This is an optimization exercise on Yosys and OpenROAD, whose aim is small area, a short achievable clock period and few clock cycles per item, not a production implementation. Only simulation tests tie the RTL to the original design; equivalence was not proved.

==> run a: inputs <==
==> flow/design.v (excerpt) <==
module aesCore (
  input  wire                CLK,
  input  wire                RSTn,
  input  wire                EN,
  input  wire                Drdy,
  input  wire                Krdy,
  input  wire aesPkg::aesBlock_t Din,
  input  wire aesPkg::aesBlock_t Kin,
  output aesPkg::aesBlock_t  Dout,
  output logic               Dvld,
  output logic               Kvld,
  output logic               BSY
);
==> module stateArray, before the edit <==
module stateArray (
  input  wire                    CLK,
  input  wire                    EN,
  input  wire                    start,
  input  wire                    busy,
  input  wire                    lastRound,
  input  wire aesPkg::aesBlock_t Din,
  input  wire aesPkg::aesBlock_t workKey,    
  input  wire aesPkg::aesBlock_t roundKey,   
  output aesPkg::aesBlock_t      Dout
);
  aesPkg::aesBlock_t stateQ;     
  aesPkg::aesBlock_t keyed;
  aesPkg::aesBlock_t subbed;
  aesPkg::aesBlock_t shifted;
  aesPkg::aesBlock_t mixed;
  aesPkg::aesBlock_t roundOut;
  function automatic aesPkg::aesWord_t mixDelta(input aesPkg::aesWord_t col);
    aesPkg::aesByte_t a [4];
    aesPkg::aesByte_t tot;
    aesPkg::aesWord_t res;
    for (int i = 0; i < 4; i++) begin
      a[i] = col[31-8*i -: 8];
    end
    tot = a[0] ^ a[1] ^ a[2] ^ a[3];
    for (int i = 0; i < 4; i++) begin
      res[31-8*i -: 8] = tot ^ aesPkg::xtime(a[i] ^ a[(i+1)%4]);  
    end
    mixDelta = res;
  endfunction
  assign Dout = stateQ;
  assign keyed = stateQ ^ workKey;  
  for (genvar i = 0; i < 16; i++) begin : g_sbox
    sboxUnit i_sbox (.in(keyed[127-8*i -: 8]), .out(subbed[127-8*i -: 8]));
  end
  always_comb begin
    for (int c = 0; c < 4; c++) begin
      for (int r = 0; r < 4; r++) begin
        shifted[127-8*(4*c+r) -: 8] = subbed[127-8*(4*((c+r)%4)+r) -: 8];
      end
    end
  end
  always_comb begin
    for (int c = 0; c < 4; c++) begin
      mixed[127-32*c -: 32] = mixDelta(shifted[127-32*c -: 32]);
    end
  end
  assign roundOut = shifted ^ (lastRound ? roundKey : mixed);
  always_ff @(posedge CLK) begin
    if (EN) begin
      if (busy) begin
        stateQ <= roundOut;
      end else if (start) begin
        stateQ <= Din;
      end
    end
  end
endmodule
==> module keyArray, before the edit <==
module keyArray (
  input  wire                    CLK,
  input  wire                    EN,
  input  wire                    keyLoad,
  input  wire                    busy,
  input  wire  [3:0]             roundCnt,
  input  wire aesPkg::aesBlock_t Kin,
  output aesPkg::aesBlock_t      workKey,      
  output aesPkg::aesBlock_t      roundKey      
);
  aesPkg::aesBlock_t cipherKey;
  aesPkg::aesWord_t  w [4];
  aesPkg::aesWord_t  subRot;
  aesPkg::aesWord_t  nw [4];
  always_comb begin
    for (int c = 0; c < 4; c++) begin
      w[c] = workKey[127-32*c -: 32];
    end
  end
  sboxUnit i_ks0 (.in(w[3][23:16]), .out(subRot[31:24]));
  sboxUnit i_ks1 (.in(w[3][15:8]),  .out(subRot[23:16]));
  sboxUnit i_ks2 (.in(w[3][7:0]),   .out(subRot[15:8]));
  sboxUnit i_ks3 (.in(w[3][31:24]), .out(subRot[7:0]));
  always_comb begin
    aesPkg::aesWord_t t;
    t     = subRot ^ {aesPkg::rconOf(roundCnt), 24'h0};
    nw[0] = w[0] ^ t;
    nw[1] = (w[0] ^ w[1]) ^ t;
    nw[2] = (w[0] ^ w[1] ^ w[2]) ^ t;
    nw[3] = (w[0] ^ w[1] ^ w[2] ^ w[3]) ^ t;
  end
  assign roundKey = {nw[0], nw[1], nw[2], nw[3]};
  always_ff @(posedge CLK) begin
    if (EN && keyLoad) begin
      cipherKey <= Kin;
    end
  end
  always_ff @(posedge CLK) begin
    if (!busy) begin
      workKey <= cipherKey;
    end else if (EN) begin
      workKey <= roundKey;
    end
  end
endmodule
==> module aesCore, before the edit <==
module aesCore (
  input  wire                CLK,
  input  wire                RSTn,
  input  wire                EN,
  input  wire                Drdy,
  input  wire                Krdy,
  input  wire aesPkg::aesBlock_t Din,
  input  wire aesPkg::aesBlock_t Kin,
  output aesPkg::aesBlock_t  Dout,
  output logic               Dvld,
  output logic               Kvld,
  output logic               BSY
);
  logic              keyLoad;
  logic              start;
  logic              lastRound;
  logic [3:0]        roundCnt;
  aesPkg::aesBlock_t workKey;
  aesPkg::aesBlock_t roundKey;
  aesControl i_aesControl (
    .CLK(CLK), .RSTn(RSTn), .EN(EN), .Drdy(Drdy), .Krdy(Krdy),
    .lastRound(lastRound), .keyLoad(keyLoad), .start(start),
    .Dvld(Dvld), .Kvld(Kvld), .BSY(BSY)
  );
  roundCounter i_roundCounter (
    .CLK(CLK), .EN(EN), .start(start), .busy(BSY),
    .roundCnt(roundCnt), .lastRound(lastRound)
  );
  keyArray i_keyArray (
    .CLK(CLK), .EN(EN), .keyLoad(keyLoad), .busy(BSY), .roundCnt(roundCnt),
    .Kin(Kin), .workKey(workKey), .roundKey(roundKey)
  );
  stateArray i_stateArray (
    .CLK(CLK), .EN(EN), .start(start), .busy(BSY), .lastRound(lastRound),
    .Din(Din), .workKey(workKey), .roundKey(roundKey), .Dout(Dout)
  );
endmodule
Settings: LEC_CHECK=0, CAP_MARGIN=20, CORE_MARGIN=2, CORE_UTILIZATION=50, GPL_TIMING_DRIVEN=0, PLACE_DENSITY=0.7, SLEW_MARGIN=20; clock period 7.0 ns.
standard.sh (not shown) runs the stock make flow with config.mk's settings and CLKGATE_MAP_FILE= SYNTH_SCRIPT=/design/flow/synth_recipe.tcl, a recipe that flattens the netlist after the stock synthesis.
==> flow/flow/run.sh <==
#!/bin/bash
# The standard layout, with synthesis mapped by flow/abc_map.script instead of ORFS's ABC script,
# and the port buffers made of sky130_fd_sc_hd__buf_1 cells.
set -euo pipefail
W=$(pwd)
export MY_ABC_SCRIPT="$W/flow/abc_map.script"
bash standard.sh SYNTH_SCRIPT="$W/flow/synth.tcl" synth > "$W/synth.log" 2>&1
bash standard.sh SYNTH_SCRIPT="$W/flow/synth.tcl" "BUFFER_PORTS_ARGS=-buffer_cell sky130_fd_sc_hd__buf_1" finish > "$W/layout.log" 2>&1
test -s "$W/out/final.def"
==> flow/flow/abc_map.script <==
strash
&get -n
&st
&dch
&nf -p -R 10
&put
topo
stime -c
==> flow/flow/synth.tcl <==
# synth_recipe.tcl with one change: the ABC mapping script is flow/abc_map.script
proc synth {args} { yosys synth -nofsm -noshare {*}$args }
proc abc {args} {
  set i [lsearch -exact $args -script]
  if { $i >= 0 } { lset args [expr {$i + 1}] $::env(MY_ABC_SCRIPT) }
  yosys abc {*}$args
}
source $::env(SCRIPTS_DIR)/synth.tcl
# left out here: clear keep_hierarchy, flatten, clean up, hide names made inside functions, write 1_2_yosys.v
==> inputs of run b, as changes to run a <==
Settings changed: GPL_TIMING_DRIVEN 0 to default.
==> inputs of run c, as changes to run a <==
--- a/flow/design.v
+++ b/flow/design.v
@@ -10,7 +10,15 @@
   function automatic aesByte_t rconOf(input logic [3:0] r);
-    if (r[3] && (r[1] || r[0])) begin
-      rconOf = r[1] ? 8'h36 : 8'h1b;
-    end else begin
-      rconOf = 8'h01 << (r[2:0] - 3'd1);
-    end
+    case (r)
+      4'd1:    rconOf = 8'h01;
+      4'd2:    rconOf = 8'h02;
+      4'd3:    rconOf = 8'h04;
+      4'd4:    rconOf = 8'h08;
+      4'd5:    rconOf = 8'h10;
+      4'd6:    rconOf = 8'h20;
+      4'd7:    rconOf = 8'h40;
+      4'd8:    rconOf = 8'h80;
+      4'd9:    rconOf = 8'h1b;
+      4'd10:   rconOf = 8'h36;
+      default: rconOf = 8'h00;
+    endcase
   endfunction
@@ -231,8 +239,7 @@
   input  wire aesPkg::aesBlock_t Din,
-  input  wire aesPkg::aesBlock_t workKey,    
-  input  wire aesPkg::aesBlock_t roundKey,   
+  input  wire aesPkg::aesBlock_t cipherKey,
+  input  wire aesPkg::aesBlock_t roundKey,
   output aesPkg::aesBlock_t      Dout
 );
-  aesPkg::aesBlock_t stateQ;     
-  aesPkg::aesBlock_t keyed;
+  aesPkg::aesBlock_t stateQ;
   aesPkg::aesBlock_t subbed;
@@ -241,3 +248,3 @@
   aesPkg::aesBlock_t roundOut;
-  function automatic aesPkg::aesWord_t mixDelta(input aesPkg::aesWord_t col);
+  function automatic aesPkg::aesWord_t mixColumn(input aesPkg::aesWord_t col);
     aesPkg::aesByte_t a [4];
@@ -250,10 +257,9 @@
     for (int i = 0; i < 4; i++) begin
-      res[31-8*i -: 8] = tot ^ aesPkg::xtime(a[i] ^ a[(i+1)%4]);  
+      res[31-8*i -: 8] = a[i] ^ tot ^ aesPkg::xtime(a[i] ^ a[(i+1)%4]);  
     end
-    mixDelta = res;
+    mixColumn = res;
   endfunction
   assign Dout = stateQ;
-  assign keyed = stateQ ^ workKey;  
   for (genvar i = 0; i < 16; i++) begin : g_sbox
-    sboxUnit i_sbox (.in(keyed[127-8*i -: 8]), .out(subbed[127-8*i -: 8]));
+    sboxUnit i_sbox (.in(stateQ[127-8*i -: 8]), .out(subbed[127-8*i -: 8]));
   end
@@ -268,6 +274,6 @@
     for (int c = 0; c < 4; c++) begin
-      mixed[127-32*c -: 32] = mixDelta(shifted[127-32*c -: 32]);
+      mixed[127-32*c -: 32] = mixColumn(shifted[127-32*c -: 32]);
     end
   end
-  assign roundOut = shifted ^ (lastRound ? roundKey : mixed);
+  assign roundOut = (lastRound ? shifted : mixed) ^ roundKey;
   always_ff @(posedge CLK) begin
@@ -277,3 +283,3 @@
       end else if (start) begin
-        stateQ <= Din;
+        stateQ <= Din ^ cipherKey;  
       end
@@ -292,6 +298,6 @@
   input  wire aesPkg::aesBlock_t Kin,
-  output aesPkg::aesBlock_t      workKey,      
+  output aesPkg::aesBlock_t      cipherKey,
   output aesPkg::aesBlock_t      roundKey      
 );
-  aesPkg::aesBlock_t cipherKey;
+  aesPkg::aesBlock_t workKey;   
   aesPkg::aesWord_t  w [4];
@@ -350,3 +356,3 @@
   logic [3:0]        roundCnt;
-  aesPkg::aesBlock_t workKey;
+  aesPkg::aesBlock_t cipherKey;
   aesPkg::aesBlock_t roundKey;
@@ -363,3 +369,3 @@
     .CLK(CLK), .EN(EN), .keyLoad(keyLoad), .busy(BSY), .roundCnt(roundCnt),
-    .Kin(Kin), .workKey(workKey), .roundKey(roundKey)
+    .Kin(Kin), .cipherKey(cipherKey), .roundKey(roundKey)
   );
@@ -367,3 +373,3 @@
     .CLK(CLK), .EN(EN), .start(start), .busy(BSY), .lastRound(lastRound),
-    .Din(Din), .workKey(workKey), .roundKey(roundKey), .Dout(Dout)
+    .Din(Din), .cipherKey(cipherKey), .roundKey(roundKey), .Dout(Dout)
   );
==> flow/run.sh (new file) <==
#!/bin/bash
# synth_recipe.tcl (not shown) runs the flow's synth.tcl, then flattens the netlist and writes it again
# the make line also repeats each setting of config.mk as NAME=value (left out here)
make -C /OpenROAD-flow-scripts/flow DESIGN_CONFIG=/design/flow/config.mk WORK_HOME=/design/flow/orfs CLKGATE_MAP_FILE= SYNTH_SCRIPT=/design/flow/synth_recipe.tcl finish
Settings changed: CORE_UTILIZATION 50 to 30, GPL_TIMING_DRIVEN 0 to default, PLACE_DENSITY 0.7 to default.
removed: flow/flow/run.sh
removed: flow/flow/abc_map.script
removed: flow/flow/synth.tcl
removed: flow/standard.sh
==> impl_metrics.py <==
metrics = {
    "outcome": {
        "status": "finished clean",
    },
    "setup_path": {
        "cp_num_buf_inv": 1,
    },
    "global_routing": {
        "grt_first_pass_wirelength_um": 206000,
    },
}
Source of the figures above: run b

==> impl_metrics.py <==
metrics = {
    "outcome": {
        "status": "finished clean",
    },
    "global_routing": {
        "grt_first_pass_wirelength_um": 392000,
    },
    "setup_path": {
        "cp_num_buf_inv": 3,
    },
}
Source of the figures above: run c

==> impl_metrics.py <==
metrics = {
    "outcome": {
        "status": "finished clean",
    },
    "setup_path": {
        "cp_num_buf_inv": 0,
    },
    "clocking": {
        "postCtsSetupRepairBufs": 12,
    },
    "global_routing": {
        "grt_first_pass_wirelength_um": 193000,
    },
}
Source of the figures above: run a

Testbench counts of run a, summed over its fixed seeds: cycles 4,272, blocks 384.
Testbench counts of run b, summed over its fixed seeds: cycles 4,272, blocks 384.
Testbench counts of run c, summed over its fixed seeds: cycles 4,272, blocks 384.

afterwards: timing with drivers on the ports:
No port has a modelled driver above. Below, the same layouts with a new extraction and two added sets of constraints.
Step 1 (the two cells are an assumption about what drives the block):
set clk [get_ports {CLK}]
set_driving_cell -lib_cell sky130_fd_sc_hd__clkbuf_16 $clk
set_driving_cell -lib_cell sky130_fd_sc_hd__buf_2 [delete_from_list [all_inputs] $clk]
Step 2, shift: input delay + t, output delay - t, t = (earliest + latest rising clock arrival at the registers) / 2. This alone moves slack from input paths to output paths.
a / b / c = no drivers / after step 1 / after step 2; a / b = the first two.
run	t (ns)	setup slack, ns	clock arrival spread, ns	worst register clock-pin slew, ns
run a	0.673	0.145 / 0.145 / 0.145	0.019 / 0.019	0.07 / 0.07
run b	0.692	0.235 / 0.235 / 0.235	0.032 / 0.032	0.07 / 0.07
run c	0.776	0.163 / 0.163 / 0.163	0.047 / 0.047	0.07 / 0.07
After both steps every run listed still meets setup and hold.
